From an optimization exercise on the open Yosys and OpenROAD flow, aimed at small area, a short achievable clock period and few clock cycles per item; shortcuts taken in it are not production practice.
Where RTL was checked, it was by simulation tests only, not by an equivalence proof against the original.
No functional check of the RTL was part of runs 4 and 5.
Power is estimated from default activity; no workload was simulated.

--- run.sh ---
#!/bin/bash
# synth_recipe.tcl (not shown) runs the flow's synth.tcl, then flattens the netlist and writes it again
# the make line also repeats each setting of config.mk as NAME=value (left out here)
make -C /OpenROAD-flow-scripts/flow DESIGN_CONFIG=/design/flow/config.mk WORK_HOME=/design/flow/orfs CLKGATE_MAP_FILE= SYNTH_SCRIPT=/design/flow/synth_recipe.tcl finish
--- config.mk ---
export PLATFORM = sky130hd
export DESIGN_NAME = pulse_width_autobaud_detector
export DESIGN_NICKNAME = pulse_width_autobaud_detector
export VERILOG_FILES = /design/flow/design.v
export SDC_FILE = /design/flow/constraint.sdc
export NUM_CORES = 4
export LEC_CHECK = 0
export ABC_CLOCK_PERIOD_IN_PS = 3200
export CAP_MARGIN = 20
export CORE_MARGIN = 2
export CORE_UTILIZATION = 50
export SETUP_SLACK_MARGIN = 2.4
export SLEW_MARGIN = 20
--- constraint.sdc ---
create_clock -name core_clock -period 5.5 [get_ports {clk}]
set_input_delay 1.1000 -clock core_clock [delete_from_list [all_inputs] [get_ports {clk}]]
set_output_delay 1.1000 -clock core_clock [all_outputs]
set_load 0.01 [all_outputs]
--- design.v ---
`timescale 1ns / 1ps
package pwad_pkg;
    localparam int OPCODE_W  = 2;
    localparam int PULSE_W   = 16;
    localparam int OUTCOME_W = 4;
    localparam int BIN_W     = 5;
    localparam int DIV_W     = 16;
    localparam int CFG_IDX_W = 3;
    localparam int CFG_DAT_W = 16;
    localparam int CNT_W     = 16;
    localparam int ITER_W    = 8;
    localparam logic [CNT_W-1:0] CNT_MAX = 16'hFFFF;
    localparam logic [OPCODE_W-1:0] OP_PULSE = 2'd0;
    localparam logic [OPCODE_W-1:0] OP_START = 2'd1;
    localparam logic [OPCODE_W-1:0] OP_ABORT = 2'd2;
    localparam logic [OUTCOME_W-1:0] OC_IGNORED   = 4'd0;
    localparam logic [OUTCOME_W-1:0] OC_REJECTED  = 4'd1;
    localparam logic [OUTCOME_W-1:0] OC_SHORTEST  = 4'd2;
    localparam logic [OUTCOME_W-1:0] OC_MATCHED   = 4'd3;
    localparam logic [OUTCOME_W-1:0] OC_UNMATCHED = 4'd4;
    localparam logic [OUTCOME_W-1:0] OC_STARTED   = 4'd5;
    localparam logic [OUTCOME_W-1:0] OC_ABORTED   = 4'd6;
    localparam logic [OUTCOME_W-1:0] OC_SUCCESS   = 4'd7;
    localparam logic [OUTCOME_W-1:0] OC_FAIL      = 4'd8;
    localparam logic [CFG_IDX_W-1:0] CFG_MIN_WIDTH   = 3'd0;
    localparam logic [CFG_IDX_W-1:0] CFG_MAX_WIDTH   = 3'd1;
    localparam logic [CFG_IDX_W-1:0] CFG_COUNT_LIM   = 3'd2;
    localparam logic [CFG_IDX_W-1:0] CFG_UNMATCH_LIM = 3'd3;
    localparam logic [CFG_IDX_W-1:0] CFG_ITER_LIM    = 3'd4;
    localparam logic [PULSE_W-1:0] RST_MIN_WIDTH   = 16'd53;
    localparam logic [PULSE_W-1:0] RST_MAX_WIDTH   = 16'd40000;
    localparam logic [CNT_W-1:0]   RST_COUNT_LIM   = 16'd512;
    localparam logic [CNT_W-1:0]   RST_UNMATCH_LIM = 16'd112;
    localparam logic [ITER_W-1:0]  RST_ITER_LIM    = 8'd16;
endpackage
`timescale 1ns / 1ps
import pwad_pkg::*;
module pwad_datapath
(
    input  logic [15:0] w,
    input  logic        none,    
    input  logic [15:0] lo,
    input  logic [16:0] hi,
    input  logic [17:0] lo3,     
    input  logic [17:0] hi3,     
    output logic [2:0]  g,
    output logic        over,    
    output logic [15:0] base_h,  
    output logic [15:0] base_l   
);
    function automatic logic cout24(input logic [23:0] a, input logic [23:0] b, input logic cin);
        logic [23:0] g0, p0;
        logic [11:0] g1, p1;
        logic [5:0]  g2, p2;
        logic [2:0]  g3, p3;
        g0 = a & b;
        p0 = a | b;
        g0[0] = g0[0] | (p0[0] & cin);
        for (int i = 0; i < 12; i++)
        begin
            g1[i] = g0[2*i+1] | (p0[2*i+1] & g0[2*i]);
            p1[i] = p0[2*i+1] & p0[2*i];
        end
        for (int i = 0; i < 6; i++)
        begin
            g2[i] = g1[2*i+1] | (p1[2*i+1] & g1[2*i]);
            p2[i] = p1[2*i+1] & p1[2*i];
        end
        for (int i = 0; i < 3; i++)
        begin
            g3[i] = g2[2*i+1] | (p2[2*i+1] & g2[2*i]);
            p3[i] = p2[2*i+1] & p2[2*i];
        end
        cout24 = g3[2] | (p3[2] & (g3[1] | (p3[1] & g3[0])));
    endfunction
    function automatic logic gt24(input logic [23:0] a, input logic [23:0] b);
        gt24 = cout24(a, ~b, 1'b0);
    endfunction
    function automatic logic ge24(input logic [23:0] a, input logic [23:0] b);
        ge24 = cout24(a, ~b, 1'b1);
    endfunction
    function automatic logic sign24(input logic [23:0] x, input logic [23:0] y);
        sign24 = x[23] ^ y[23] ^ cout24({x[22:0], 1'b0}, {y[22:0], 1'b0}, 1'b0);
    endfunction
    function automatic logic gt3(input logic [23:0] a, input logic [23:0] b, input logic [23:0] c);
        logic [23:0] nb, nc, s, cy;
        nb = ~b;
        nc = ~c;
        s  = a ^ nb ^ nc;
        cy = {(a[22:0] & nb[22:0]) | (a[22:0] & nc[22:0]) | (nb[22:0] & nc[22:0]), 1'b1};
        gt3 = !sign24(s, cy);
    endfunction
    function automatic logic ge3(input logic [23:0] a, input logic [23:0] b, input logic [23:0] c);
        logic [23:0] na, s, cy;
        na = ~a;
        s  = b ^ c ^ na;
        cy = {(b[22:0] & c[22:0]) | (b[22:0] & na[22:0]) | (c[22:0] & na[22:0]), 1'b0};
        ge3 = sign24(s, cy);
    endfunction
    logic [21:0] wx;
    logic        c1, c2, c3, c4;
    assign wx = {6'd0, w};
    assign c1   = !none && gt24({2'd0, wx}, {5'd0, hi, 2'd0});
    assign c2   = !none && gt24({2'd0, wx}, {4'd0, hi, 3'd0});
    assign c3   = !none && gt24({2'd0, wx}, {4'd0, hi3, 2'd0});
    assign c4   = !none && gt24({2'd0, wx}, {3'd0, hi, 4'd0});
    assign over = !none && gt3({2'd0, wx}, {3'd0, hi, 4'd0}, {5'd0, hi, 2'd0});
    always_comb
    begin
        g      = 3'd0;
        base_h = '0;
        base_l = '0;
        if (c4)
        begin
            g      = 3'd4;
            base_h = {hi[11:0], 4'd0};
            base_l = {lo[11:0], 4'd0};
        end
        else if (c3)
        begin
            g      = 3'd3;
            base_h = {hi3[13:0], 2'd0};
            base_l = {lo3[13:0], 2'd0};
        end
        else if (c2)
        begin
            g      = 3'd2;
            base_h = {hi[12:0], 3'd0};
            base_l = {lo[12:0], 3'd0};
        end
        else if (c1)
        begin
            g      = 3'd1;
            base_h = {hi[13:0], 2'd0};
            base_l = {lo[13:0], 2'd0};
        end
    end
endmodule
module pwad_fine
(
    input  logic [15:0] w,
    input  logic [15:0] base_h,
    input  logic [15:0] base_l,
    input  logic [2:0]  g,
    input  logic        over,
    input  logic [15:0] lo,
    input  logic [16:0] hi,
    input  logic [17:0] lo3,
    input  logic [17:0] hi3,
    output logic        matched,
    output logic [4:0]  bin
);
    function automatic logic cout24(input logic [23:0] a, input logic [23:0] b, input logic cin);
        logic [23:0] g0, p0;
        logic [11:0] g1, p1;
        logic [5:0]  g2, p2;
        logic [2:0]  g3, p3;
        g0 = a & b;
        p0 = a | b;
        g0[0] = g0[0] | (p0[0] & cin);
        for (int i = 0; i < 12; i++)
        begin
            g1[i] = g0[2*i+1] | (p0[2*i+1] & g0[2*i]);
            p1[i] = p0[2*i+1] & p0[2*i];
        end
        for (int i = 0; i < 6; i++)
        begin
            g2[i] = g1[2*i+1] | (p1[2*i+1] & g1[2*i]);
            p2[i] = p1[2*i+1] & p1[2*i];
        end
        for (int i = 0; i < 3; i++)
        begin
            g3[i] = g2[2*i+1] | (p2[2*i+1] & g2[2*i]);
            p3[i] = p2[2*i+1] & p2[2*i];
        end
        cout24 = g3[2] | (p3[2] & (g3[1] | (p3[1] & g3[0])));
    endfunction
    function automatic logic gt24(input logic [23:0] a, input logic [23:0] b);
        gt24 = cout24(a, ~b, 1'b0);
    endfunction
    function automatic logic ge24(input logic [23:0] a, input logic [23:0] b);
        ge24 = cout24(a, ~b, 1'b1);
    endfunction
    function automatic logic sign24(input logic [23:0] x, input logic [23:0] y);
        sign24 = x[23] ^ y[23] ^ cout24({x[22:0], 1'b0}, {y[22:0], 1'b0}, 1'b0);
    endfunction
    function automatic logic gt3(input logic [23:0] a, input logic [23:0] b, input logic [23:0] c);
        logic [23:0] nb, nc, s, cy;
        nb = ~b;
        nc = ~c;
        s  = a ^ nb ^ nc;
        cy = {(a[22:0] & nb[22:0]) | (a[22:0] & nc[22:0]) | (nb[22:0] & nc[22:0]), 1'b1};
        gt3 = !sign24(s, cy);
    endfunction
    function automatic logic ge3(input logic [23:0] a, input logic [23:0] b, input logic [23:0] c);
        logic [23:0] na, s, cy;
        na = ~a;
        s  = b ^ c ^ na;
        cy = {(b[22:0] & c[22:0]) | (b[22:0] & na[22:0]) | (c[22:0] & na[22:0]), 1'b0};
        ge3 = sign24(s, cy);
    endfunction
    logic e1, e2, e3, d1, d2, d3, d4;
    logic [1:0] f1;
    assign e1 = gt3({8'd0, w}, {8'd0, base_h}, {7'd0, hi});
    assign e2 = gt3({8'd0, w}, {8'd0, base_h}, {6'd0, hi, 1'b0});
    assign e3 = gt3({8'd0, w}, {8'd0, base_h}, {6'd0, hi3});
    assign d1 = ge3({8'd0, w}, {8'd0, base_l}, {8'd0, lo});
    assign d2 = ge3({8'd0, w}, {8'd0, base_l}, {7'd0, lo, 1'b0});
    assign d3 = ge3({8'd0, w}, {8'd0, base_l}, {6'd0, lo3});
    assign d4 = ge3({8'd0, w}, {8'd0, base_l}, {6'd0, lo, 2'b0});
    assign f1      = {1'b0, e1} + {1'b0, e2} + {1'b0, e3};
    assign matched = !over && (e3 ? d4 : e2 ? d3 : e1 ? d2 : d1);
    assign bin     = {g[2:0], f1};
endmodule
`timescale 1ns / 1ps
import pwad_pkg::*;
module pulse_width_autobaud_detector
#(
    parameter int NUM_BINS   = 20,
    parameter int WIDTH_BITS = 16
)
(
    input  logic                 clk,
    input  logic                 rst_n,
    input  logic                 pulse_valid,
    output logic                 pulse_ready,
    input  logic [OPCODE_W-1:0]  pulse_opcode,
    input  logic [PULSE_W-1:0]   pulse_width,
    output logic                 result_valid,
    input  logic                 result_ready,
    output logic [OUTCOME_W-1:0] result_outcome,
    output logic [BIN_W-1:0]     result_bin_index,
    output logic [DIV_W-1:0]     result_divisor,
    output logic                 result_engaged,
    input  logic                 cfg_we,
    input  logic [CFG_IDX_W-1:0] cfg_index,
    input  logic [CFG_DAT_W-1:0] cfg_data
);
    function automatic logic cout24(input logic [23:0] a, input logic [23:0] b, input logic cin);
        logic [23:0] g0, p0;
        logic [11:0] g1, p1;
        logic [5:0]  g2, p2;
        logic [2:0]  g3, p3;
        g0 = a & b;
        p0 = a | b;
        g0[0] = g0[0] | (p0[0] & cin);
        for (int i = 0; i < 12; i++)
        begin
            g1[i] = g0[2*i+1] | (p0[2*i+1] & g0[2*i]);
            p1[i] = p0[2*i+1] & p0[2*i];
        end
        for (int i = 0; i < 6; i++)
        begin
            g2[i] = g1[2*i+1] | (p1[2*i+1] & g1[2*i]);
            p2[i] = p1[2*i+1] & p1[2*i];
        end
        for (int i = 0; i < 3; i++)
        begin
            g3[i] = g2[2*i+1] | (p2[2*i+1] & g2[2*i]);
            p3[i] = p2[2*i+1] & p2[2*i];
        end
        cout24 = g3[2] | (p3[2] & (g3[1] | (p3[1] & g3[0])));
    endfunction
    function automatic logic gt24(input logic [23:0] a, input logic [23:0] b);
        gt24 = cout24(a, ~b, 1'b0);
    endfunction
    function automatic logic ge24(input logic [23:0] a, input logic [23:0] b);
        ge24 = cout24(a, ~b, 1'b1);
    endfunction
    function automatic logic sign24(input logic [23:0] x, input logic [23:0] y);
        sign24 = x[23] ^ y[23] ^ cout24({x[22:0], 1'b0}, {y[22:0], 1'b0}, 1'b0);
    endfunction
    function automatic logic gt3(input logic [23:0] a, input logic [23:0] b, input logic [23:0] c);
        logic [23:0] nb, nc, s, cy;
        nb = ~b;
        nc = ~c;
        s  = a ^ nb ^ nc;
        cy = {(a[22:0] & nb[22:0]) | (a[22:0] & nc[22:0]) | (nb[22:0] & nc[22:0]), 1'b1};
        gt3 = !sign24(s, cy);
    endfunction
    function automatic logic ge3(input logic [23:0] a, input logic [23:0] b, input logic [23:0] c);
        logic [23:0] na, s, cy;
        na = ~a;
        s  = b ^ c ^ na;
        cy = {(b[22:0] & c[22:0]) | (b[22:0] & na[22:0]) | (c[22:0] & na[22:0]), 1'b0};
        ge3 = sign24(s, cy);
    endfunction
    logic [PULSE_W-1:0]  min_reg, max_reg;
    logic [CNT_W-1:0]    count_lim_reg, unmatch_lim_reg;
    logic [ITER_W-1:0]   iter_lim_reg;
    logic                active_reg;
    logic                short_none;
    logic [15:0]         short_reg;
    logic [15:0]         lo_reg;         
    logic [CNT_W-1:0]    total_reg, unm_reg;
    logic                unm_pend;       
    logic [ITER_W-1:0]   att_reg;
    logic                stall_reg;
    logic [15:0]         lo_d;
    logic [16:0]         hi_d;
    logic [17:0]         lo3_d, hi3_d;
    logic                b1_valid, b1_bin, b1_retry, b1_eng, b1_none;
    logic [OUTCOME_W-1:0] b1_oc;
    logic [15:0]         b1_w;
    logic                b2_valid, b2_bin, b2_cnt, b2_eng, b2_none, b2_over;
    logic [OUTCOME_W-1:0] b2_oc;
    logic [15:0]         b2_w, b2_base_h, b2_base_l;
    logic [2:0]          b2_g;
    logic                out_valid;
    logic [OUTCOME_W-1:0] out_outcome;
    logic [BIN_W-1:0]    out_bin_index;
    logic [DIV_W-1:0]    out_divisor;
    logic                out_engaged;
    always_ff @(posedge clk or negedge rst_n)
    begin
        if (!rst_n)
        begin
            min_reg         <= RST_MIN_WIDTH;
            max_reg         <= RST_MAX_WIDTH;
            count_lim_reg   <= RST_COUNT_LIM;
            unmatch_lim_reg <= RST_UNMATCH_LIM;
            iter_lim_reg    <= RST_ITER_LIM;
        end
        else if (cfg_we)
        begin
            case (cfg_index)
                CFG_MIN_WIDTH:   min_reg         <= cfg_data;
                CFG_MAX_WIDTH:   max_reg         <= cfg_data;
                CFG_COUNT_LIM:   count_lim_reg   <= cfg_data;
                CFG_UNMATCH_LIM: unmatch_lim_reg <= cfg_data;
                CFG_ITER_LIM:    iter_lim_reg    <= cfg_data[ITER_W-1:0];
                default: ;
            endcase
        end
    end
    logic adv, accept;
    assign adv         = !out_valid || result_ready;
    assign pulse_ready = adv && !stall_reg;
    assign accept      = pulse_valid && pulse_ready;
    logic [15:0] w;
    logic        is_start, is_abort, is_pulse;
    logic        decide, unm_ok, att_le1;
    logic        a_succ, a_fail, a_retry, a_go, out_range, below;
    logic        a_rej, a_short, a_bin;
    logic [OUTCOME_W-1:0] a_oc;
    logic        a_eng;
    logic [CNT_W-1:0] total_inc;
    logic [18:0] w7;
    assign w = pulse_width;
    assign is_start  = (pulse_opcode == OP_START);
    assign is_abort  = (pulse_opcode == OP_ABORT);
    assign is_pulse  = (pulse_opcode == OP_PULSE) && active_reg;
    assign decide    = gt24({8'd0, total_reg}, {8'd0, count_lim_reg});
    assign unm_ok    = ge24({8'd0, unmatch_lim_reg}, {8'd0, unm_reg});
    assign att_le1   = (att_reg <= 8'd1);
    assign a_succ    = is_pulse && decide && unm_ok;
    assign a_fail    = is_pulse && decide && !unm_ok && att_le1;
    assign a_retry   = is_pulse && decide && !unm_ok && !att_le1;
    assign a_go      = is_pulse && !(decide && (unm_ok || att_le1));
    assign out_range = gt24({8'd0, min_reg}, {8'd0, w}) || gt24({8'd0, w}, {8'd0, max_reg});
    assign below     = decide ? (w != 16'hFFFF) : gt24({8'd0, lo_reg}, {8'd0, w});
    assign a_rej     = a_go && out_range;
    assign a_short   = a_go && !out_range && below;
    assign a_bin     = a_go && !out_range && !below;
    always_comb
    begin
        a_oc  = OC_IGNORED;
        a_eng = active_reg;
        if (is_start)
        begin
            a_oc  = OC_STARTED;
            a_eng = 1'b1;
        end
        else if (is_abort)
        begin
            a_oc  = OC_ABORTED;
            a_eng = 1'b0;
        end
        else if (a_succ)
        begin
            a_oc  = OC_SUCCESS;
            a_eng = 1'b0;
        end
        else if (a_fail)
        begin
            a_oc  = OC_FAIL;
            a_eng = 1'b0;
        end
        else if (a_rej)
            a_oc = OC_REJECTED;
        else if (a_short)
            a_oc = OC_SHORTEST;
        else if (a_bin)
            a_oc = OC_MATCHED;
    end
    assign total_inc = (total_reg == CNT_MAX) ? CNT_MAX : total_reg + 1'b1;
    assign w7        = {w, 3'd0} - {3'd0, w};
    always_ff @(posedge clk or negedge rst_n)
    begin
        if (!rst_n)
        begin
            active_reg <= 1'b0;
            short_none <= 1'b1;
            lo_reg     <= 16'hFFFF;
            total_reg  <= '0;
            att_reg    <= '0;
        end
        else if (accept)
        begin
            active_reg <= a_eng;
            if (a_short)
            begin
                short_none <= 1'b0;
                lo_reg     <= w7[18:3];
            end
            else if (is_start || a_retry)
            begin
                short_none <= 1'b1;
                lo_reg     <= 16'hFFFF;
            end
            if (is_start || a_short || (a_retry && a_rej))
                total_reg <= '0;
            else if (a_bin)
                total_reg <= a_retry ? 16'd1 : total_inc;
            if (is_start)
                att_reg <= iter_lim_reg;
            else if (a_retry)
                att_reg <= att_reg - 1'b1;
            else if (a_fail)
                att_reg <= '0;
        end
    end
    always_ff @(posedge clk)
    begin
        if (accept && a_short)
            short_reg <= w;
    end
    logic b2_match, b2_unmatched;
    logic a_clr, b_pending;
    assign b2_unmatched = adv && b2_valid && b2_cnt && !b2_match;
    assign a_clr        = is_start || a_retry || a_short;
    assign b_pending    = adv ? ((accept && is_pulse) || (b1_valid && b1_bin) || (b2_valid && b2_bin))
                              : ((b1_valid && b1_bin) || (b2_valid && b2_bin));
    always_ff @(posedge clk or negedge rst_n)
    begin
        if (!rst_n)
        begin
            unm_reg   <= '0;
            unm_pend  <= 1'b0;
            stall_reg <= 1'b0;
        end
        else
        begin
            if (accept && a_clr)
            begin
                unm_reg  <= '0;
                unm_pend <= 1'b0;
            end
            else
            begin
                if (unm_pend && unm_reg != CNT_MAX)
                    unm_reg <= unm_reg + 1'b1;
                unm_pend <= b2_unmatched;
            end
            stall_reg <= b_pending && ge24({8'd0, total_reg}, {8'd0, count_lim_reg});
        end
    end
    logic [16:0] hi_n;
    logic [19:0] lo3_n, hi3_n;
    logic [19:0] h3a, h3b, h3c, h3d;
    function automatic logic [19:0] csa_s(input logic [19:0] a, input logic [19:0] b, input logic [19:0] c);
        csa_s = a ^ b ^ c;
    endfunction
    function automatic logic [19:0] csa_c(input logic [19:0] a, input logic [19:0] b, input logic [19:0] c);
        csa_c = {(a[18:0] & b[18:0]) | (a[18:0] & c[18:0]) | (b[18:0] & c[18:0]), 1'b0};
    endfunction
    always_comb
    begin
        h3a   = csa_s({3'd0, short_reg, 1'b0}, {4'd0, short_reg}, {7'd0, short_reg[15:4], 1'b0});
        h3b   = csa_c({3'd0, short_reg, 1'b0}, {4'd0, short_reg}, {7'd0, short_reg[15:4], 1'b0});
        h3c   = csa_s(h3a, h3b, {8'd0, short_reg[15:4]});
        h3d   = csa_c(h3a, h3b, {8'd0, short_reg[15:4]});
        hi_n  = short_none ? 17'h0FFFF : ({1'b0, short_reg} + {5'd0, short_reg[15:4]});
        hi3_n = short_none ? 20'h10000 : h3c + h3d;    
        lo3_n = {3'b0, lo_reg, 1'b0} + {4'b0, lo_reg};
    end
    always_ff @(posedge clk)
    begin
        if (adv)
        begin
            lo_d  <= lo_reg;
            hi_d  <= hi_n;
            lo3_d <= lo3_n[17:0];
            hi3_d <= hi3_n[17:0];
        end
    end
    logic [2:0]  s1_g;
    logic        s1_over;
    logic [15:0] s1_base_h, s1_base_l;
    pwad_datapath u_coarse (
        .w      (b1_w),
        .none   (b1_retry),
        .lo     (lo_d),
        .hi     (hi_d),
        .lo3    (lo3_d),
        .hi3    (hi3_d),
        .g      (s1_g),
        .over   (s1_over),
        .base_h (s1_base_h),
        .base_l (s1_base_l)
    );
    logic [4:0] b2_binidx;
    pwad_fine u_fine (
        .w       (b2_w),
        .base_h  (b2_base_h),
        .base_l  (b2_base_l),
        .g       (b2_g),
        .over    (b2_over),
        .lo      (lo_d),
        .hi      (hi_d),
        .lo3     (lo3_d),
        .hi3     (hi3_d),
        .matched (b2_match),
        .bin     (b2_binidx)
    );
    always_ff @(posedge clk or negedge rst_n)
    begin
        if (!rst_n)
        begin
            b1_valid  <= 1'b0;
            b2_valid  <= 1'b0;
            out_valid <= 1'b0;
        end
        else if (adv)
        begin
            b1_valid  <= accept;
            b2_valid  <= b1_valid;
            out_valid <= b2_valid;
        end
    end
    always_ff @(posedge clk)
    begin
        if (adv)
        begin
            b1_oc     <= a_oc;
            b1_bin    <= a_bin;
            b1_retry  <= a_retry;
            b1_eng    <= a_eng;
            b1_none   <= short_none;
            b1_w      <= w;
            b2_oc     <= b1_oc;
            b2_bin    <= b1_bin;
            b2_cnt    <= b1_bin && !(accept && a_clr);
            b2_eng    <= b1_eng;
            b2_none   <= b1_none;
            b2_w      <= b1_w;
            b2_g      <= s1_g;
            b2_over   <= s1_over;
            b2_base_h <= s1_base_h;
            b2_base_l <= s1_base_l;
            out_outcome   <= b2_bin ? (b2_match ? OC_MATCHED : OC_UNMATCHED) : b2_oc;
            out_bin_index <= (b2_bin && b2_match) ? b2_binidx : 5'd0;
            out_divisor   <= (!b2_bin && b2_oc == OC_SUCCESS) ? (b2_none ? 16'hFFFF : short_reg) : 16'd0;
            out_engaged   <= b2_eng;
        end
    end
    assign result_valid     = out_valid;
    assign result_outcome   = out_outcome;
    assign result_bin_index = out_bin_index;
    assign result_divisor   = out_divisor;
    assign result_engaged   = out_engaged;
endmodule
==> results of run 1 <==
-- through the flow --
step | power (mW) | hold slack, ns | setup slack [ns] | cell area (um^2)
final | 11.0 | 0.421 | 1.79 | 28200
after global routing | 11.6 | 0.436 | 1.68 | 28200
after CTS | 10.7 | 0.423 | 1.78 | 27200
after detailed placement | 8.05 | 0.408 | 0.592 | 24400
after global placement | 7.90 | 0.403 | 0.632 | 24400
after floorplan | 6.71 | 0.400 | 1.25 | 23000
-- power by group through the flow --
stage	logic (mW)	registers (mW)	clock network [mW]
after floorplan	2.93	3.79	0
after global placement	3.91	3.99	0
after detailed placement	4.05	4.01	0
after CTS	4.52	3.92	2.29
after global routing	5.25	4.01	2.38
final	4.76	3.94	2.25
-- logic make-up (layout without fill, tap and decap cells) --
logic type,Yosys count,count (layout)
mux,59,59
simple gates,599,600
buf+inv,250,529
compound gates,542,542
fa+ha+maj,291,291
other cells,0,1
flops,325,325
xor+xnor,58,58
-- layer usage --
| metal | up-vias | global-route usage, % | share of wire [%] |
|---|---|---|---|
| met5 | - | 0 | 0 |
| li1 | 8407 | - | - |
| met2 | 608 | 47.8 | 48 |
| met4 | 0 | 10.5 | 4.3 |
| met1 | 9219 | 39.0 | 43 |
| met3 | 133 | 2.67 | 5.3 |
-- what timing repair did --
| action | in CTS | in global routing |
|---|---|---|
| setup endpoints to repair | 137 | 198 |
| pin swaps | 61 | 75 |
| gates resized for setup | 222 | 167 |
| setup buffers | 123 | 42 |
| gates cloned | 5 | 5 |
-- area by class of cell --
class / count / share of cell area [%]
diodes: 1 / 0.00886
clock buffers: 49 / 3.36
clock inverters: 12 / 0.394
inverters: 204 / 2.95
multi-input cells: 1550 / 49.4
flip-flops and latches: 325 / 32.3
well taps: 600 / 2.66
repair buffers: 262 / 8.87
repair inverters: 2 / 0.0443
-- synthesized netlist by cell type, types with 25 or more instances --
| cell | n | area (um^2) |
|---|---|---|
| fa_1 | 135 | 2700 |
| dfrtp_1 | 104 | 2600 |
| o31ai_1 | 25 | 188 |
| nor2b_1 | 51 | 319 |
| nand2b_1 | 66 | 413 |
| inv_1 | 201 | 754 |
| a211oi_1 | 30 | 225 |
| nand2_1 | 111 | 417 |
| a221oi_1 | 35 | 307 |
| xnor2_1 | 45 | 394 |
| nor2_1 | 142 | 533 |
| o22ai_1 | 37 | 231 |
| a31oi_1 | 31 | 194 |
| dfstp_2 | 31 | 815 |
| nand3_1 | 40 | 200 |
| clkbuf_1 | 36 | 135 |
| edfxtp_1 | 190 | 5710 |
| maj3_1 | 42 | 420 |
| o21a_1 | 26 | 195 |
| ha_1 | 112 | 1400 |
| nor3_1 | 82 | 410 |
| a21oi_1 | 75 | 375 |
| o21ai_0 | 73 | 365 |
| mux2_2 | 56 | 631 |
-- worst min-delay path by stage --
stage	start	end	slack (ns)	depth (start not counted)
6_report	b1_eng	b2_eng	0.42	0
3_5_place_dp	b1_eng	b2_eng	0.41	0
5_1_grt	b1_eng	b2_eng	0.44	0
3_3_place_gp	b2_eng	out_engaged	0.40	0
4_1_cts	b1_eng	b2_eng	0.42	0
2_1_floorplan	b1_eng	b2_eng	0.40	0
==> results.json, run 1 <==
{
  "status": "no timing/DRC/antenna violations",
  "dp_hpwl_um": 49100,
  "yosysSeqAreaShare_pct": 40.1,
  "rr_startpoint": "short_reg[1]",
  "startpoint_type": "flop",
  "path_clk_slew_ns": 0.06,
  "crit_path_end_kind": "flop",
  "worst_slew_pin_slew_ns": 1.02,
  "grt_pass1_vias": 18400,
  "critPathRequiredTime_ns": 5.77,
  "die_w_um": 217,
  "r2r_end": "hi3_d[17]",
  "crit_arrival_ns": 3.98,
  "synth_compound_area_share_pct": 17.3,
  "power.density_nw_per_um2": 388,
  "synthSimpleGateAreaFrac_pct": 13.3,
  "syn-num-nets": 2413,
  "net-switching-power_mw": 4.20,
  "fmax_ghz": 0.270,
  "layout.cells.most_common": "edfxtp_1",
  "rows": 78,
  "period_needed_ns": 3.71,
  "cpMostUsedCell": "fa_1",
  "ys.flop_type": "edfxtp_1",
  "cp_max_fo": 3,
  "worstSetupPathType": "flop to flop",
  "grt_start_max_net_pins": 102,
  "setup_violations": 0,
  "synth-async-reset-ratio_pct": 41.5,
  "die_y_um": 217,
  "io_pins": 70,
  "top_regs": "hi3_d (18), hi_d (17), lo3_d (17)",
  "cp_slowest_cell": "fa_1",
  "finalNetCount": 2669,
  "syn-cell-area_um2": 22800,
  "drv_slew": 0,
  "syn_to_final_growth_pct": 24.1,
  "via_per_inst": 6.11,
  "cap_violations": 0,
  "largest_register": "hi3_d",
  "post-route-period-util_pct": 67.4,
  "crit_cells": 12,
  "wl_um": 68000,
  "synth_fa_ha_area_share_pct": 20.0,
  "drc_errors": 0,
  "final_cells": 3005,
  "cp_cell_sequence": "fa_1, fa_1, fa_2, a21o_1, a21oi_2, nor2_1, o21a_1, o311ai_4, a311oi_2, o21ai_1, mux2i_1, nand3_1",
  "skew_ns": 0.0242,
  "cts_tree": "yes",
  "routabilityCongestion": 0.895,
  "holdBufCountCts": 0,
  "h-tree-depth": 2,
  "clock_sinks": 325,
  "ant_nets": 0,
  "globalRoute.totalOverflow": 0,
  "avgSynthCellArea_um2": 10.7,
  "cp_num_buf_inv": 0,
  "port_buffers": 69,
  "start_util_pct": 50.4,
  "die-area_um2": 47200,
  "combPwrFrac_pct": 43.5,
  "vias": 18400,
  "ff_latch_area_um2": 9120,
  "drtIter0Drc": 1564,
  "final_cell_mix": "190 x edfxtp_1, 169 x inv_1, 136 x buf_4",
  "dpl.cell_count": 2768,
  "path_delay_family": "adder cells",
  "coreArea_um2": 45200,
  "max_slew_margin_pct": 31.3,
  "ys_types": 90,
  "multi_input_area_um2": 14000,
  "synth_top_family_by_area": "adder cells",
  "final_util_pct": 62.5,
  "critPathLaunch": "short_reg[1]",
  "dr.pass1.iters": 7,
  "wl_per_cell_um": 22.6,
  "gr-usage-all-layers_pct": 28.6,
  "fillCellCount": 3610,
  "p_leak_nw": 11.0,
  "synthMuxAreaShare_pct": 2.90,
  "rsz0062_at_grt": "yes",
  "layout-drive-gt1-share_pct": 25.2,
  "cts_made_buffers": 35,
  "ys_warn_count": 3,
  "synth-xor-area-share_pct": 2.23,
  "cts_root_buf": "clkbuf_16",
  "finalSetupTns_ns": 0,
  "ir_drop_uv": 324,
  "min_path_type": "flop to flop",
  "finalHoldViolCount": 0,
  "pwr-share-clk_pct": 20.6,
  "critPathCapture": "hi3_d[17]",
  "rr_worst_depth": 12,
  "clk_latency_ns": 0.53,
  "largest_reg_flops": 18,
  "swShare_pct": 38.4,
  "grt_first_pass_wirelength_um": 104000,
  "synth_edf_count": 190,
  "synth_cells": 2124,
  "slowest_delay_ns": 0.56,
  "p_seq_share_pct": 36.0,
  "cts_buffer_depth": 3,
  "synth.ff_latch_count": 325,
  "p_int_mw": 6.75,
  "rrSetupSlack_ns": 1.79,
  "antenna_found_initial": 1
}
Testbench counts, summed over its fixed seeds: cycles 12,908, items 12,800.
==> run 2: changes to the inputs <==
--- a/config.mk
+++ b/config.mk
@@ -5,9 +5,9 @@
 export SDC_FILE = /design/flow/constraint.sdc
 export NUM_CORES = 4
 export LEC_CHECK = 0
-export ABC_CLOCK_PERIOD_IN_PS = 3200
+export ABC_CLOCK_PERIOD_IN_PS = 5000
 export CAP_MARGIN = 20
 export CORE_MARGIN = 2
 export CORE_UTILIZATION = 50
-export SETUP_SLACK_MARGIN = 2.4
+export SETUP_SLACK_MARGIN = 2.0
 export SLEW_MARGIN = 20
==> run 2 against run 1 <==
  * Flip-flop and latch count is the same
  * Non-clock buffer count shrank 36
  * Final area is 2.9% lower
  * Maximum frequency up 1.5%
  * Sequential power hardly changed
  * Register-to-register slack improved by 0.06 ns
  * Via count fell by 1.6%
  * Worst hold slack better by 0.00092 ns
  * Final cell count shrank 1.2%
  * Combinational power about the same
  * Wire length fell by 3.5%
  * Area after synthesis stayed put
  * Critical path type unchanged
  * Largest cell class unchanged
  * Largest power group unchanged
  * Highest routed layer unchanged
==> results.json, run 2 <==
{
  "status": "no timing/DRC/antenna violations",
  "syn_to_final_growth_pct": 20.5,
  "die-area_um2": 47200,
  "drc_errors": 0,
  "busiest_layer": "met2",
  "finalNetCount": 2632,
  "setup_violations": 0,
  "layout.cells.most_common": "edfxtp_1",
  "grt_util_met1_pct": 38.8,
  "synth.ff_latch_count": 325,
  "skew_ns": 0.0172,
  "grt_first_pass_wirelength_um": 101000,
  "top_regs": "hi3_d (18), hi_d (17), lo3_d (17)",
  "clock_sinks": 325,
  "grt_util_met3_pct": 2.64,
  "rows": 78,
  "dpl.cell_count": 2772,
  "io_pins": 70,
  "synth-async-reset-ratio_pct": 41.5,
  "avgSynthCellArea_um2": 10.7,
  "final_cell_mix": "190 x edfxtp_1, 175 x inv_1, 139 x nor2_1",
  "dr.pass1.iters": 8,
  "worstSetupPathType": "flop to flop",
  "synth_top_area_share_pct": 25.1,
  "holdBufCountCts": 0,
  "p_leak_nw": 10.7,
  "crit_arrival_ns": 3.92,
  "cap_violations": 0,
  "synth_cells": 2124,
  "dp_hpwl_um": 48400,
  "cts_tree": "yes",
  "clk_latency_ns": 0.53,
  "antenna_found_initial": 4,
  "globalRoute.totalOverflow": 0,
  "worst_slew_pin_slew_ns": 1.05,
  "max_slew_margin_pct": 29.7,
  "syn-cell-area_um2": 22800,
  "synthTopCellsByArea": "edfxtp_1 25%, fa_1 12%, dfrtp_1 11%, ha_1 6.2%, dfstp_2 3.6%",
  "crit_path_end_kind": "flop",
  "min_path_type": "flop to flop",
  "post-route-period-util_pct": 66.4,
  "vias": 18100,
  "yosys.area.top_type": "edfxtp_1",
  "ant_nets": 0,
  "critPathRequiredTime_ns": 5.77,
  "cts_root_buf": "clkbuf_16",
  "fmax_ghz": 0.274,
  "h-tree-depth": 2,
  "routabilityCongestion": 0.915,
  "die_w_um": 217,
  "ys.flop_type": "edfxtp_1",
  "grt_start_max_net_pins": 95,
  "layout-drive-gt1-share_pct": 19.8,
  "period_needed_ns": 3.65,
  "drtIter0Drc": 1652,
  "drv_slew": 0,
  "largest_reg_flops": 18,
  "power.density_nw_per_um2": 407,
  "final_cells": 2970,
  "port_buffers": 69,
  "yosysSeqAreaShare_pct": 40.1,
  "path_clk_slew_ns": 0.07,
  "cts_buffer_depth": 3,
  "via_per_inst": 6.09,
  "ys_warn_count": 3,
  "finalHoldViolCount": 0,
  "final_area_um2": 27400,
  "ys_top_cells_by_count": "201 x inv_1, 190 x edfxtp_1, 142 x nor2_1, 135 x fa_1, 112 x ha_1",
  "rsz0062_at_grt": "yes",
  "startpoint_type": "flop",
  "cts_made_buffers": 36,
  "yosysMostFrequentCell": "inv_1",
  "place_area_um2": 24300,
  "wl_um": 65700,
  "largest_register": "hi3_d",
  "die_y_um": 217,
  "syn-num-nets": 2413,
  "use_met2_pct": 45.2,
  "finalSetupTns_ns": 0,
  "ir_drop_uv": 295,
  "ys_types": 90,
  "cp_max_fo": 4,
  "grt_pass1_vias": 17700,
  "coreArea_um2": 45200,
  "start_util_pct": 50.4,
  "synth_edf_count": 190,
  "gr-usage-all-layers_pct": 27.8,
  "wl_per_cell_um": 22.1
}
run 2: cell counts after synthesis:
Identical to the previous run, type by type.
run 2: cell type report:
type / instances / area, um^2
timing repair buffer: 226 / 2200
clock buffer: 51 / 1050
clock inverter: 13 / 155
sequential: 325 / 9120
tap: 600 / 751
timing repair inverter: 1 / 5.00
multi-input combinational: 1549 / 13300
antenna: 1 / 2.50
inverter: 204 / 841
fill: 3676 / 17800
run 2: final timing paths:
check / depth (start not counted) / slack (ns) / endpoint / start
setup / recovery: 12 / 1.85 / hi3_d[16] / short_reg[1]
hold / removal: 0 / 0.42 / out_engaged / b2_eng
setup reg to reg: 12 / 1.85 / hi3_d[16] / short_reg[1]
hold reg to reg: 0 / 0.42 / out_engaged / b2_eng
max in group asynchronous: 2 / 3.75 / min_reg[0] / rst_n
min in group asynchronous: 1 / 0.67 / count_lim_reg[4] / rst_n
run 2: routing by layer:
layer | part of all wire (%) | wire (um)
met1 | 44 | 29200
met3 | 5.0 | 3280
met2 | 47 | 30700
met4 | 3.8 | 2520
met5 | 0 | 0
run 2: per-stage QoR:
| step | util (%) | power (mW) | hold WS, ns | setup WS, ns |
|---|---|---|---|---|
| 6_report | 60.7 | 11.2 | 0.422 | 1.85 |
| 5_1_grt | 60.7 | 11.9 | 0.430 | 1.71 |
| 3_3_place_gp | 53.7 | 7.83 | 0.403 | 0.843 |
| 2_1_floorplan | - | 6.67 | 0.400 | 1.25 |
| 3_5_place_dp | 53.7 | 7.99 | 0.405 | 0.812 |
| 4_1_cts | 59.3 | 10.9 | 0.420 | 1.80 |
run 2: report_power, final:
part	total [mW]	switching [mW]	internal, mW
combinational	4.74	2.57	2.17
sequential	3.95	0.641	3.31
clock	2.47	0.992	1.48
run 2: cells by family after synthesis:
group,Yosys count,synth area share (%)
and+or+nand+nor,599,13.3
AOI/OAI and AO/OA,542,17.3
DFF,325,40.1
adders and majority gates,291,20.0
buffers and inverters,250,4.20
muxes,59,2.90
xor gates and xnor gates,58,2.23
run 2: timing repair:
action                     4_1_cts  5_1_grt
pin swaps                       40       55
gates resized for setup        116       88
setup buffers                   87       40
hold endpoints to repair         0        0
cloned                           4        2
setup endpoints to repair      109      100
run 2: worst max-delay path, cell delays in order, from the launching register on:
cell and delay (ns):
edfxtp_1 0.48, fa_1 0.58, fa_1 0.45, ha_1 0.29
a21o_1 0.17, a21oi_2 0.15, nor2b_1 0.06, o21a_1 0.20
o311a_4 0.34, o31ai_4 0.22, o21ai_2 0.11, a21oi_1 0.14
and4b_1 0.19
==> run 3: changes to the inputs <==
--- a/config.mk
+++ b/config.mk
@@ -5,7 +5,7 @@
 export SDC_FILE = /design/flow/constraint.sdc
 export NUM_CORES = 4
 export LEC_CHECK = 0
-export ABC_CLOCK_PERIOD_IN_PS = 5000
+export ABC_CLOCK_PERIOD_IN_PS = 3500
 export CAP_MARGIN = 20
 export CORE_MARGIN = 2
 export CORE_UTILIZATION = 50
==> run 3 against run 2 <==
  * Global-route usage is the same
  * Combinational power about the same
  * Non-clock buffer count is the same
  * Total power is the same
  * Area after synthesis is the same
  * Clock skew did not move
  * Synthesized cell count is the same
  * Largest cell class unchanged
==> results.json, run 3 <==
{
  "clock_sinks": 325,
  "r2r_end": "hi3_d[16]",
  "clk_latency_ns": 0.53,
  "holdBufCountCts": 0,
  "synth-async-reset-ratio_pct": 41.5,
  "startpoint_type": "flop",
  "wl_um": 65700,
  "syn-num-nets": 2413,
  "drc_errors": 0,
  "worstHoldStart": "b2_eng",
  "drtIter0Drc": 1652,
  "finalNetCount": 2632,
  "fmax_ghz": 0.274,
  "final_area_um2": 27400,
  "max_slew_margin_pct": 29.7,
  "critPathRequiredTime_ns": 5.77,
  "rrSetupSlack_ns": 1.85,
  "rr_worst_depth": 12,
  "syn-cell-area_um2": 22800,
  "port_buffers": 69,
  "gr-usage-all-layers_pct": 27.8,
  "ys.flop_type": "edfxtp_1",
  "avgSynthCellArea_um2": 10.7,
  "ys_top_cells_by_count": "201 x inv_1, 190 x edfxtp_1, 142 x nor2_1, 135 x fa_1, 112 x ha_1",
  "place_area_um2": 24300,
  "power.density_nw_per_um2": 407,
  "layout.cells.most_common": "edfxtp_1",
  "critPathLaunch": "short_reg[1]",
  "die_y_um": 217,
  "swShare_pct": 37.7,
  "path_clk_slew_ns": 0.07,
  "post-route-period-util_pct": 66.4,
  "layout-drive-gt1-share_pct": 19.8,
  "syn_to_final_growth_pct": 20.5,
  "final_cell_mix": "190 x edfxtp_1, 175 x inv_1, 139 x nor2_1",
  "rr_startpoint": "short_reg[1]",
  "dr.pass1.iters": 8,
  "grt_first_pass_wirelength_um": 101000,
  "cp_max_fo": 4,
  "antenna_found_initial": 4,
  "start_util_pct": 50.4,
  "die_w_um": 217,
  "finalHoldViolCount": 0,
  "worstSetupPathType": "flop to flop",
  "status": "no timing/DRC/antenna violations",
  "ir_drop_uv": 295,
  "synth_cells": 2124,
  "ys_warn_count": 3,
  "grt_pass1_vias": 17700,
  "cts_made_buffers": 36,
  "cts_root_buf": "clkbuf_16",
  "period_needed_ns": 3.65,
  "rsz0062_at_grt": "yes",
  "routabilityCongestion": 0.915,
  "synthTopCellsByArea": "edfxtp_1 25%, fa_1 12%, dfrtp_1 11%, ha_1 6.2%, dfstp_2 3.6%",
  "largest_reg_flops": 18,
  "p_int_mw": 6.96,
  "crit_arrival_ns": 3.92,
  "cts_buffer_depth": 3,
  "synth.ff_latch_count": 325,
  "skew_ns": 0.0172,
  "largest_register": "hi3_d",
  "vias": 18100,
  "globalRoute.totalOverflow": 0,
  "rows": 78,
  "ant_nets": 0,
  "top_regs": "hi3_d (18), hi_d (17), lo3_d (17)",
  "coreArea_um2": 45200,
  "via_per_inst": 6.09,
  "drv_slew": 0,
  "yosysMostFrequentCell": "inv_1",
  "h-tree-depth": 2,
  "combPwrFrac_pct": 42.5,
  "dp_hpwl_um": 48400,
  "p_leak_nw": 10.7,
  "setup_violations": 0,
  "critPathCapture": "hi3_d[16]",
  "net-switching-power_mw": 4.20,
  "cap_violations": 0,
  "min_path_type": "flop to flop",
  "worst_slew_pin_slew_ns": 1.05,
  "yosysSeqAreaShare_pct": 40.1,
  "p_seq_share_pct": 35.4,
  "synth_top_area_share_pct": 25.1,
  "final_util_pct": 60.7,
  "yosys.area.top_type": "edfxtp_1",
  "grt_start_max_net_pins": 95,
  "crit_path_end_kind": "flop",
  "pwr-share-clk_pct": 22.1,
  "finalSetupTns_ns": 0,
  "io_pins": 70,
  "die-area_um2": 47200,
  "wl_per_cell_um": 22.1,
  "synth_edf_count": 190,
  "cts_tree": "yes",
  "ys_types": 90,
  "fillCellCount": 3676
}
-- run 3: cell families after synthesis --
logic type	count (synthesis)	synth area share (%)
mux	59	2.90
xor+xnor	58	2.23
flops	325	40.1
fa+ha+maj	291	20.0
simple gates	599	13.3
buf+inv	250	4.20
compound gates	542	17.3
-- run 3: metrics by stage --
stage,hold slack [ns],setup WS [ns],total power [mW],cells
6_report,0.422,1.85,11.2,2970
5_1_grt,0.430,1.71,11.9,2970
4_1_cts,0.420,1.80,10.9,2927
3_5_place_dp,0.405,0.812,7.99,2772
3_3_place_gp,0.403,0.843,7.83,2772
2_1_floorplan,0.400,1.25,6.67,2124
-- run 3: area by class of cell --
cell class	count	area, um^2	area share, %
inverters	204	841	3.07
multi-input cells	1549	13300	48.5
flip-flops and latches	325	9120	33.3
diodes	1	2.50	0.00912
clock inverters	13	155	0.566
repair inverters	1	5.00	0.0182
well taps	600	751	2.74
repair buffers	226	2200	8.03
clock buffers	51	1050	3.83
-- run 3: timing repair --
| action | 4_1_cts | 5_1_grt |
|---|---|---|
| endpoints found under the setup margin | 109 | 100 |
| pin swaps | 40 | 55 |
| buffers inserted | 87 | 40 |
| cloned | 4 | 2 |
| gates resized for setup | 116 | 88 |
-- run 3: metal layers --
metal / track usage, % / routed length, um
met5: 0 / 0
met4: 10.2 / 2520
met3: 2.64 / 3280
met2: 45.2 / 30700
met1: 38.8 / 29200
-- run 3: worst min path at each step --
stage	end	cells after the start	slack, ns
after global placement	b2_none	0	0.40
after global routing	out_engaged	0	0.43
final	out_engaged	0	0.42
after detailed placement	out_engaged	0	0.41
after CTS	out_engaged	0	0.42
after floorplan	b2_eng	0	0.40
-- run 3: power groups by stage --
stage	Sequential, mW	Combinational (mW)	Clock [mW]
after global routing	4.03	5.23	2.61
after detailed placement	4.00	3.99	0
final	3.95	4.74	2.47
after CTS	3.95	4.44	2.51
after floorplan	3.78	2.88	0
after global placement	3.98	3.85	0
-- run 3: worst max-delay path: stages, from the launching register on --
cell	delay [ns]
edfxtp_1	0.48
fa_1	0.58
fa_1	0.45
ha_1	0.29
a21o_1	0.17
a21oi_2	0.15
nor2b_1	0.06
o21a_1	0.20
o311a_4	0.34
o31ai_4	0.22
o21ai_2	0.11
a21oi_1	0.14
and4b_1	0.19
==> run 4: changes to the inputs <==
--- a/design.v
+++ b/design.v
@@ -45,8 +45,7 @@
     input  logic [17:0] hi3,     
     output logic [2:0]  g,
     output logic        over,    
-    output logic [15:0] base_h,  
-    output logic [15:0] base_l   
+    output logic [15:0] base_h   
 );
     function automatic logic cout24(input logic [23:0] a, input logic [23:0] b, input logic cin);
         logic [23:0] g0, p0;
@@ -109,30 +108,25 @@
     begin
         g      = 3'd0;
         base_h = '0;
-        base_l = '0;
         if (c4)
         begin
             g      = 3'd4;
             base_h = {hi[11:0], 4'd0};
-            base_l = {lo[11:0], 4'd0};
         end
         else if (c3)
         begin
             g      = 3'd3;
             base_h = {hi3[13:0], 2'd0};
-            base_l = {lo3[13:0], 2'd0};
         end
         else if (c2)
         begin
             g      = 3'd2;
             base_h = {hi[12:0], 3'd0};
-            base_l = {lo[12:0], 3'd0};
         end
         else if (c1)
         begin
             g      = 3'd1;
             base_h = {hi[13:0], 2'd0};
-            base_l = {lo[13:0], 2'd0};
         end
     end
 endmodule
@@ -140,7 +134,6 @@
 (
     input  logic [15:0] w,
     input  logic [15:0] base_h,
-    input  logic [15:0] base_l,
     input  logic [2:0]  g,
     input  logic        over,
     input  logic [15:0] lo,
@@ -199,17 +192,27 @@
         cy = {(b[22:0] & c[22:0]) | (b[22:0] & na[22:0]) | (c[22:0] & na[22:0]), 1'b0};
         ge3 = sign24(s, cy);
     endfunction
-    logic e1, e2, e3, d1, d2, d3, d4;
+    logic e1, e2, e3, d1, d2, d3, d4, d5, d6, lo_ok;
     logic [1:0] f1;
     assign e1 = gt3({8'd0, w}, {8'd0, base_h}, {7'd0, hi});
     assign e2 = gt3({8'd0, w}, {8'd0, base_h}, {6'd0, hi, 1'b0});
     assign e3 = gt3({8'd0, w}, {8'd0, base_h}, {6'd0, hi3});
-    assign d1 = ge3({8'd0, w}, {8'd0, base_l}, {8'd0, lo});
-    assign d2 = ge3({8'd0, w}, {8'd0, base_l}, {7'd0, lo, 1'b0});
-    assign d3 = ge3({8'd0, w}, {8'd0, base_l}, {6'd0, lo3});
-    assign d4 = ge3({8'd0, w}, {8'd0, base_l}, {6'd0, lo, 2'b0});
+    assign d1 = ge24({8'd0, w}, {8'd0, lo});
+    assign d2 = ge24({8'd0, w}, {7'd0, lo, 1'b0});
+    assign d3 = ge24({8'd0, w}, {6'd0, lo3});
+    assign d4 = ge24({8'd0, w}, {6'd0, lo, 2'b0});
+    assign d5 = ge3({8'd0, w}, {6'd0, lo, 2'b0}, {8'd0, lo});
+    assign d6 = ge24({8'd0, w}, {5'd0, lo3, 1'b0});
     assign f1      = {1'b0, e1} + {1'b0, e2} + {1'b0, e3};
-    assign matched = !over && (e3 ? d4 : e2 ? d3 : e1 ? d2 : d1);
+    always_comb
+    begin
+        case (g)
+            3'd0:    lo_ok = e3 ? d4 : e2 ? d3 : e1 ? d2 : d1;
+            3'd1:    lo_ok = e2 || (e1 ? d6 : d5);
+            default: lo_ok = 1'b1;
+        endcase
+    end
+    assign matched = !over && lo_ok;
     assign bin     = {g[2:0], f1};
 endmodule
 `timescale 1ns / 1ps
@@ -299,17 +302,17 @@
     logic [15:0]         lo_d;
     logic [16:0]         hi_d;
     logic [17:0]         lo3_d, hi3_d;
-    logic                b1_valid, b1_bin, b1_retry, b1_eng, b1_none;
+    logic                b1_valid, b1_bin, b1_retry, b1_eng;
     logic [OUTCOME_W-1:0] b1_oc;
     logic [15:0]         b1_w;
-    logic                b2_valid, b2_bin, b2_cnt, b2_eng, b2_none, b2_over;
+    logic                b2_valid, b2_bin, b2_cnt, b2_eng, b2_over;
     logic [OUTCOME_W-1:0] b2_oc;
-    logic [15:0]         b2_w, b2_base_h, b2_base_l;
+    logic [15:0]         b2_w, b2_base_h;
     logic [2:0]          b2_g;
     logic                out_valid;
     logic [OUTCOME_W-1:0] out_outcome;
     logic [BIN_W-1:0]    out_bin_index;
-    logic [DIV_W-1:0]    out_divisor;
+    logic                out_succ;
     logic                out_engaged;
     always_ff @(posedge clk or negedge rst_n)
     begin
@@ -436,9 +439,11 @@
             short_reg <= w;
     end
     logic b2_match, b2_unmatched;
-    logic a_clr, b_pending;
+    logic a_clr, b_pending, succ_pending;
     assign b2_unmatched = adv && b2_valid && b2_cnt && !b2_match;
     assign a_clr        = is_start || a_retry || a_short;
+    assign succ_pending = adv ? ((accept && a_succ) || (b1_valid && b1_oc == OC_SUCCESS))
+                              : ((b1_valid && b1_oc == OC_SUCCESS) || (b2_valid && b2_oc == OC_SUCCESS));
     assign b_pending    = adv ? ((accept && is_pulse) || (b1_valid && b1_bin) || (b2_valid && b2_bin))
                               : ((b1_valid && b1_bin) || (b2_valid && b2_bin));
     always_ff @(posedge clk or negedge rst_n)
@@ -462,7 +467,7 @@
                     unm_reg <= unm_reg + 1'b1;
                 unm_pend <= b2_unmatched;
             end
-            stall_reg <= b_pending && ge24({8'd0, total_reg}, {8'd0, count_lim_reg});
+            stall_reg <= (b_pending && ge24({8'd0, total_reg}, {8'd0, count_lim_reg})) || succ_pending;
         end
     end
     logic [16:0] hi_n;
@@ -496,7 +501,7 @@
     end
     logic [2:0]  s1_g;
     logic        s1_over;
-    logic [15:0] s1_base_h, s1_base_l;
+    logic [15:0] s1_base_h;
     pwad_datapath u_coarse (
         .w      (b1_w),
         .none   (b1_retry),
@@ -506,14 +511,12 @@
         .hi3    (hi3_d),
         .g      (s1_g),
         .over   (s1_over),
-        .base_h (s1_base_h),
-        .base_l (s1_base_l)
+        .base_h (s1_base_h)
     );
     logic [4:0] b2_binidx;
     pwad_fine u_fine (
         .w       (b2_w),
         .base_h  (b2_base_h),
-        .base_l  (b2_base_l),
         .g       (b2_g),
         .over    (b2_over),
         .lo      (lo_d),
@@ -546,27 +549,24 @@
             b1_bin    <= a_bin;
             b1_retry  <= a_retry;
             b1_eng    <= a_eng;
-            b1_none   <= short_none;
             b1_w      <= w;
             b2_oc     <= b1_oc;
             b2_bin    <= b1_bin;
             b2_cnt    <= b1_bin && !(accept && a_clr);
             b2_eng    <= b1_eng;
-            b2_none   <= b1_none;
             b2_w      <= b1_w;
             b2_g      <= s1_g;
             b2_over   <= s1_over;
             b2_base_h <= s1_base_h;
-            b2_base_l <= s1_base_l;
             out_outcome   <= b2_bin ? (b2_match ? OC_MATCHED : OC_UNMATCHED) : b2_oc;
             out_bin_index <= (b2_bin && b2_match) ? b2_binidx : 5'd0;
-            out_divisor   <= (!b2_bin && b2_oc == OC_SUCCESS) ? (b2_none ? 16'hFFFF : short_reg) : 16'd0;
+            out_succ      <= !b2_bin && b2_oc == OC_SUCCESS;
             out_engaged   <= b2_eng;
         end
     end
     assign result_valid     = out_valid;
     assign result_outcome   = out_outcome;
     assign result_bin_index = out_bin_index;
-    assign result_divisor   = out_divisor;
+    assign result_divisor   = !out_succ ? 16'd0 : short_none ? 16'hFFFF : short_reg;
     assign result_engaged   = out_engaged;
 endmodule
--- a/config.mk
+++ b/config.mk
@@ -5,7 +5,6 @@
 export SDC_FILE = /design/flow/constraint.sdc
 export NUM_CORES = 4
 export LEC_CHECK = 0
-export ABC_CLOCK_PERIOD_IN_PS = 3500
 export CAP_MARGIN = 20
 export CORE_MARGIN = 2
 export CORE_UTILIZATION = 50
==> run 4 against run 3 <==
  * Sequential power fell by 2%
  * Highest routed layer unchanged
  * Clock power fell by 8.1%
  * Largest power group unchanged
  * Still clean
  * Critical endpoint is now out_outcome[2]
  * Combinational power barely moved
  * Critical path type unchanged
==> results.json, run 4 <==
{
  "coreArea_um2": 41800,
  "drv_slew": 0,
  "routabilityCongestion": 0.882,
  "cp_max_fo": 6,
  "status": "no timing/DRC/antenna violations",
  "layout.cells.most_common": "inv_1",
  "synth_top_family_by_area": "adder cells",
  "wl_per_cell_um": 21.1,
  "rsz0062_at_grt": "yes",
  "ys_top_cells_by_count": "218 x inv_1, 159 x edfxtp_1, 147 x nand2_1, 147 x nor2_1",
  "worstSetupPathType": "flop to flop",
  "io_pins": 70,
  "gr-usage-all-layers_pct": 27.7,
  "holdBufCountCts": 0,
  "synth_compound_area_share_pct": 18.2,
  "ys.flop_type": "edfxtp_1",
  "die-area_um2": 43700,
  "cp_cell_sequence": "clkinvlp_4, fa_1, a222oi_1, a2111oi_2, o221ai_2, a221oi_2, a2111o_1, or4_4, a31oi_4, o21ai_4, o21a_1",
  "port_buffers": 69,
  "cap_violations": 0,
  "ir_drop_uv": 274,
  "final_util_pct": 61.4,
  "power_mw": 10.9,
  "final_cell_mix": "202 x inv_1, 159 x edfxtp_1, 144 x nand2_1",
  "clock_sinks": 294,
  "wl_um": 60500,
  "syn_to_final_growth_pct": 21.9,
  "ys_warn_count": 3,
  "fmax_ghz": 0.259,
  "clk_latency_ns": 0.53,
  "dp_hpwl_um": 44000,
  "post-route-period-util_pct": 70.2,
  "setup_violations": 0,
  "avgSynthCellArea_um2": 10.1,
  "synth_edf_count": 159,
  "p_leak_nw": 10.3,
  "largest_reg_flops": 18,
  "synth.ff_latch_count": 294,
  "synth-xor-area-share_pct": 2.41,
  "critPathRequiredTime_ns": 5.78,
  "synth-async-reset-ratio_pct": 45.9,
  "cp_slowest_cell": "or4_4",
  "layout-drive-gt1-share_pct": 19.8,
  "syn-cell-area_um2": 21000,
  "start_util_pct": 50.4,
  "synthTopCellsByArea": "edfxtp_1 23%, dfrtp_1 12%, fa_1 8.9%, ha_1 6.7%, inv_1 3.9%",
  "h-tree-depth": 2,
  "cts_made_buffers": 35,
  "min_path_type": "flop to flop",
  "yosysSeqAreaShare_pct": 38.9,
  "synth_fa_ha_area_share_pct": 19.3,
  "top_regs": "hi3_d (18), hi_d (17), lo3_d (17)",
  "die_y_um": 209,
  "cp_num_buf_inv": 1,
  "rows": 75,
  "final_cells": 2862,
  "dpl.cell_count": 2680,
  "ant_nets": 0,
  "drc_errors": 0,
  "grt_first_pass_wirelength_um": 94700,
  "via_per_inst": 5.95,
  "path_clk_slew_ns": 0.06,
  "globalRoute.totalOverflow": 0,
  "skew_ns": 0.0146,
  "power.density_nw_per_um2": 424,
  "yosys.area.top_type": "edfxtp_1",
  "grt_pass1_vias": 17000,
  "largest_register": "hi3_d",
  "synth_cells": 2084,
  "grt_start_max_net_pins": 96,
  "max_slew_margin_pct": 31.5,
  "die_w_um": 209,
  "slowest_delay_ns": 0.54,
  "path_delay_family": "compound AO/OA/AOI/OAI gates",
  "yosysMostFrequentCell": "inv_1",
  "finalSetupTns_ns": 0,
  "cts_root_buf": "clkbuf_16",
  "synthMuxAreaShare_pct": 3.05,
  "drtIter0Drc": 1256,
  "syn-num-nets": 2332,
  "synthSimpleGateAreaFrac_pct": 13.2,
  "crit_arrival_ns": 4.15,
  "worst_slew_pin_slew_ns": 1.02,
  "cts_tree": "yes",
  "startpoint_type": "flop",
  "finalHoldViolCount": 0,
  "cts_buffer_depth": 3,
  "vias": 17000,
  "period_needed_ns": 3.86,
  "finalNetCount": 2544,
  "synth_top_area_share_pct": 22.7,
  "antenna_found_initial": 1,
  "ys_types": 83,
  "crit_path_end_kind": "flop",
  "dr.pass1.iters": 6
}
-- run 4: where the power goes --
part | internal (mW) | switching, mW | leakage [nW]
Sequential | 3.12 | 0.760 | 3.20
Clock | 1.32 | 0.942 | 0.543
Combinational | 2.19 | 2.52 | 6.55
Total | 6.64 | 4.22 | 10.3
-- run 4: per-layer routing --
metal | track usage [%] | share of wire (%)
met5 | 0 | 0
met4 | 10.2 | 3.9
met3 | 2.42 | 4.5
met2 | 47.1 | 49
met1 | 37.1 | 43
-- run 4: cells by family after synthesis --
logic type	count (synthesis)
buf+inv	269
xor+xnor	58
mux	57
flops	294
simple gates	571
fa+ha+maj	284
compound gates	551
-- run 4: what timing repair did --
action,in CTS,in global routing
setup buffers,67,43
gates resized for setup,127,84
hold endpoints to repair,0,0
pin swaps,48,37
cloned,7,1
endpoints found under the setup margin,102,109
-- run 4: path summary, 6_finish.rpt --
kind / from / end / slack, ns / cells past startpoint
max in group asynchronous: rst_n / unmatch_lim_reg[4] / 3.67 / 2
worst min register to register: b1_eng / b2_eng / 0.42 / 0
worst max register to register: b2_w[3] / out_outcome[2] / 1.64 / 11
worst max-delay path: b2_w[3] / out_outcome[2] / 1.64 / 11
min in group asynchronous: rst_n / out_valid / 0.64 / 1
worst min-delay path: b1_eng / b2_eng / 0.42 / 0
-- run 4: cell type report --
type / count / area, um^2
fill: 3399 / 16100
multi-input combinational: 1521 / 12500
sequential: 294 / 8190
timing repair buffer: 221 / 2240
clock buffer: 46 / 990
inverter: 223 / 882
tap: 539 / 674
clock inverter: 17 / 135
antenna: 1 / 2.50
-- run 4: per-stage QoR --
| step | setup slack (ns) | hold slack (ns) | cell area, um^2 |
|---|---|---|---|
| 3_5_place_dp | 0.496 | 0.406 | 22600 |
| 5_1_grt | 1.50 | 0.427 | 25600 |
| 2_1_floorplan | 1.58 | 0.400 | 21200 |
| 4_1_cts | 1.55 | 0.424 | 24900 |
| 6_report | 1.64 | 0.423 | 25600 |
| 3_3_place_gp | 0.509 | 0.408 | 22600 |
==> run 5: changes to the inputs <==
--- a/config.mk
+++ b/config.mk
@@ -8,5 +8,7 @@
 export CAP_MARGIN = 20
 export CORE_MARGIN = 2
 export CORE_UTILIZATION = 50
+export CTS_BUF_LIST = sky130_fd_sc_hd__clkbuf_4 sky130_fd_sc_hd__clkbuf_8
+export CTS_CLUSTER_SIZE = 30
 export SETUP_SLACK_MARGIN = 2.0
 export SLEW_MARGIN = 20
==> run 5 against run 4 <==
  * Non-clock buffer count is 3 lower
  * Flip-flop and latch count stayed put
  * Sequential share of layout area is 0.15 points higher
  * Critical path depth is the same
  * First-iteration DRC count grew 2.3%
  * Combinational power is essentially flat
  * Clock power shrank 4%
  * Register-to-register slack lost 0.03 ns
  * Maximum frequency is 0.73% lower
  * Critical path type unchanged
  * Via count up 1.4%
  * Worst setup slack lost 0.028 ns
==> results.json, run 5 <==
{
  "synth_edf_count": 159,
  "vias": 17200,
  "die-area_um2": 43700,
  "syn-num-nets": 2332,
  "skew_ns": 0.0188,
  "post-route-period-util_pct": 70.7,
  "finalHoldViolCount": 0,
  "port_buffers": 69,
  "yosys.area.top_type": "edfxtp_1",
  "min_path_type": "flop to flop",
  "avgSynthCellArea_um2": 10.1,
  "layout.cells.most_common": "inv_1",
  "holdBufCountCts": 0,
  "largest_register": "hi3_d",
  "yosysSeqAreaShare_pct": 38.9,
  "ant_nets": 0,
  "period_needed_ns": 3.89,
  "synthTopCellsByArea": "edfxtp_1 23%, dfrtp_1 12%, fa_1 8.9%, ha_1 6.7%, inv_1 3.9%",
  "cts_made_buffers": 50,
  "fillCellCount": 3446,
  "wl_per_cell_um": 21.1,
  "final_cell_mix": "201 x inv_1, 159 x edfxtp_1, 145 x nand2_1",
  "die_y_um": 209,
  "io_pins": 70,
  "drv_slew": 0,
  "h-tree-depth": 2,
  "synth.ff_latch_count": 294,
  "status": "no timing/DRC/antenna violations",
  "rr_worst_depth": 11,
  "yosysMostFrequentCell": "inv_1",
  "critPathRequiredTime_ns": 5.85,
  "dp_hpwl_um": 44000,
  "drc_errors": 0,
  "power.density_nw_per_um2": 421,
  "cts_root_buf": "clkbuf_8",
  "syn-cell-area_um2": 21000,
  "synth_top_area_share_pct": 22.7,
  "cap_violations": 0,
  "grt_start_max_net_pins": 96,
  "ys.flop_type": "edfxtp_1",
  "rsz0062_at_grt": "yes",
  "setup_violations": 0,
  "worst_slew_pin_slew_ns": 1.07,
  "clock_sinks": 294,
  "start_util_pct": 50.4,
  "max_slew_margin_pct": 28.4,
  "antennaDiodeCount": 0,
  "cts_tree": "yes",
  "drtIter0Drc": 1285,
  "crit_arrival_ns": 4.24,
  "ys_top_cells_by_count": "218 x inv_1, 159 x edfxtp_1, 147 x nand2_1, 147 x nor2_1",
  "globalRoute.totalOverflow": 0,
  "p_leak_nw": 10.3,
  "largest_reg_flops": 18,
  "ys_types": 83,
  "grt_pass1_vias": 17200,
  "synth_cells": 2084,
  "rows": 75,
  "finalNetCount": 2556,
  "dpl.cell_count": 2680,
  "die_w_um": 209,
  "fmax_ghz": 0.257,
  "final_cells": 2888,
  "synth-async-reset-ratio_pct": 45.9,
  "antenna_found_initial": 0,
  "dr.pass1.iters": 6,
  "wl_um": 61100,
  "top_regs": "hi3_d (18), hi_d (17), lo3_d (17)",
  "coreArea_um2": 41800,
  "syn_to_final_growth_pct": 21.3,
  "startpoint_type": "flop",
  "worstSetupPathType": "flop to flop",
  "grt_first_pass_wirelength_um": 95600,
  "routabilityCongestion": 0.882,
  "ys_warn_count": 3,
  "finalSetupTns_ns": 0,
  "cp_max_fo": 6,
  "final_area_um2": 25500,
  "cts_buffer_depth": 3,
  "crit_path_end_kind": "flop",
  "layout-drive-gt1-share_pct": 20.3,
  "worstHoldPathCells": 0,
  "place_area_um2": 22600,
  "via_per_inst": 5.97,
  "path_clk_slew_ns": 0.06,
  "gr-usage-all-layers_pct": 27.9,
  "clk_latency_ns": 0.61,
  "ir_drop_uv": 229
}
run 5: worst paths after layout:
check	from	to	slack (ns)
setup / recovery	b2_w[3]	out_outcome[2]	1.61
hold / removal	b1_eng	b2_eng	0.42
setup reg to reg	b2_w[3]	out_outcome[2]	1.61
hold reg to reg	b1_eng	b2_eng	0.42
max in group asynchronous	rst_n	min_reg[2]	3.77
min in group asynchronous	rst_n	out_valid	0.57
run 5: repair_timing:
item / 4_1_cts / 5_1_grt
gates cloned: 6 / 3
buffers inserted: 64 / 42
endpoints found under the setup margin: 102 / 110
pin swaps: 46 / 38
gates resized for setup: 118 / 78
run 5: through the flow:
stage	total power, mW	hold slack (ns)	util [%]	setup WS [ns]
3_3_place_gp	7.96	0.408	54.2	0.509
6_report	10.7	0.419	61.1	1.61
4_1_cts	10.5	0.421	59.4	1.55
5_1_grt	11.5	0.427	61.1	1.47
3_5_place_dp	8.08	0.406	54.2	0.496
2_1_floorplan	6.70	0.400	-	1.58
run 5: worst max-delay path: stages, from the launching register on:
cell,delay [ns]
edfxtp_1,0.52
clkinvlp_4,0.26
fa_2,0.45
a222oi_1,0.44
a2111oi_4,0.16
o221ai_2,0.21
a221oi_2,0.10
a2111o_1,0.51
or4_4,0.54
a31oi_4,0.20
o21ai_4,0.11
o21a_1,0.12
run 5: kinds of logic (layout without fill, tap and decap cells):
kind of cell,Yosys count,in the layout,share of synthesized area [%]
adders and majority gates,284,284,19.3
xor gates and xnor gates,58,58,2.41
DFF,294,294,38.9
buffers and inverters,269,534,4.91
and+or+nand+nor,571,571,13.2
AOI/OAI and AO/OA,551,551,18.2
muxes,57,57,3.05
run 5: report_power, final:
group	switching [mW]	internal, mW
clock network	0.956	1.22
registers	0.760	3.13
logic	2.52	2.17
run 5: final cells by class:
| type | instances | area [um^2] | area share (%) |
|---|---|---|---|
| inverter | 223 | 882 | 3.46 |
| tap | 539 | 674 | 2.64 |
| clock inverter | 31 | 280 | 1.10 |
| clock buffer | 62 | 816 | 3.20 |
| sequential | 294 | 8200 | 32.1 |
| multi-input combinational | 1521 | 12500 | 48.8 |
| timing repair buffer | 218 | 2220 | 8.71 |
run 5: layer usage:
metal	up-vias	part of all wire (%)	GRT usage [%]	wire (um)
met3	135	5.0	3.31	3040
met5	-	0	0	0
met2	507	48	47.1	29100
met4	0	4.8	12.0	2950
met1	8509	43	36.6	26000
li1	8096	-	-	-

[what the ideal ports hide]
How much do the figures lean on ideal ports? The routed layouts below were timed once more, with nothing changed but the port constraints. Step 1, drivers: a clkbuf_16 drives clk and a buf_2 each remaining input, both assumed. Step 2 also shifts input and output timing later by t, the mid clock arrival at the registers, as if the neighbouring blocks saw the same clock. Slacks: no drivers / after step 1 / after step 2; pairs: no drivers / after step 1.
run	t, ns	setup slack, ns	slew at the worst register clock pin (ns)
run 1	0.577	1.793 / 1.793 / 1.760	0.07 / 0.07
run 2	0.581	1.849 / 1.849 / 1.458	0.07 / 0.07
run 3	0.581	1.849 / 1.849 / 1.458	0.07 / 0.07
run 4	0.580	1.639 / 1.639 / 1.324	0.06 / 0.06
run 5	0.651	1.611 / 1.611 / 1.208	0.07 / 0.07
After both steps every run listed still meets setup and hold. For run 5, which loses most, drivers alone change the setup slack by 0.000 ns; drivers and shift together by -0.403 ns.
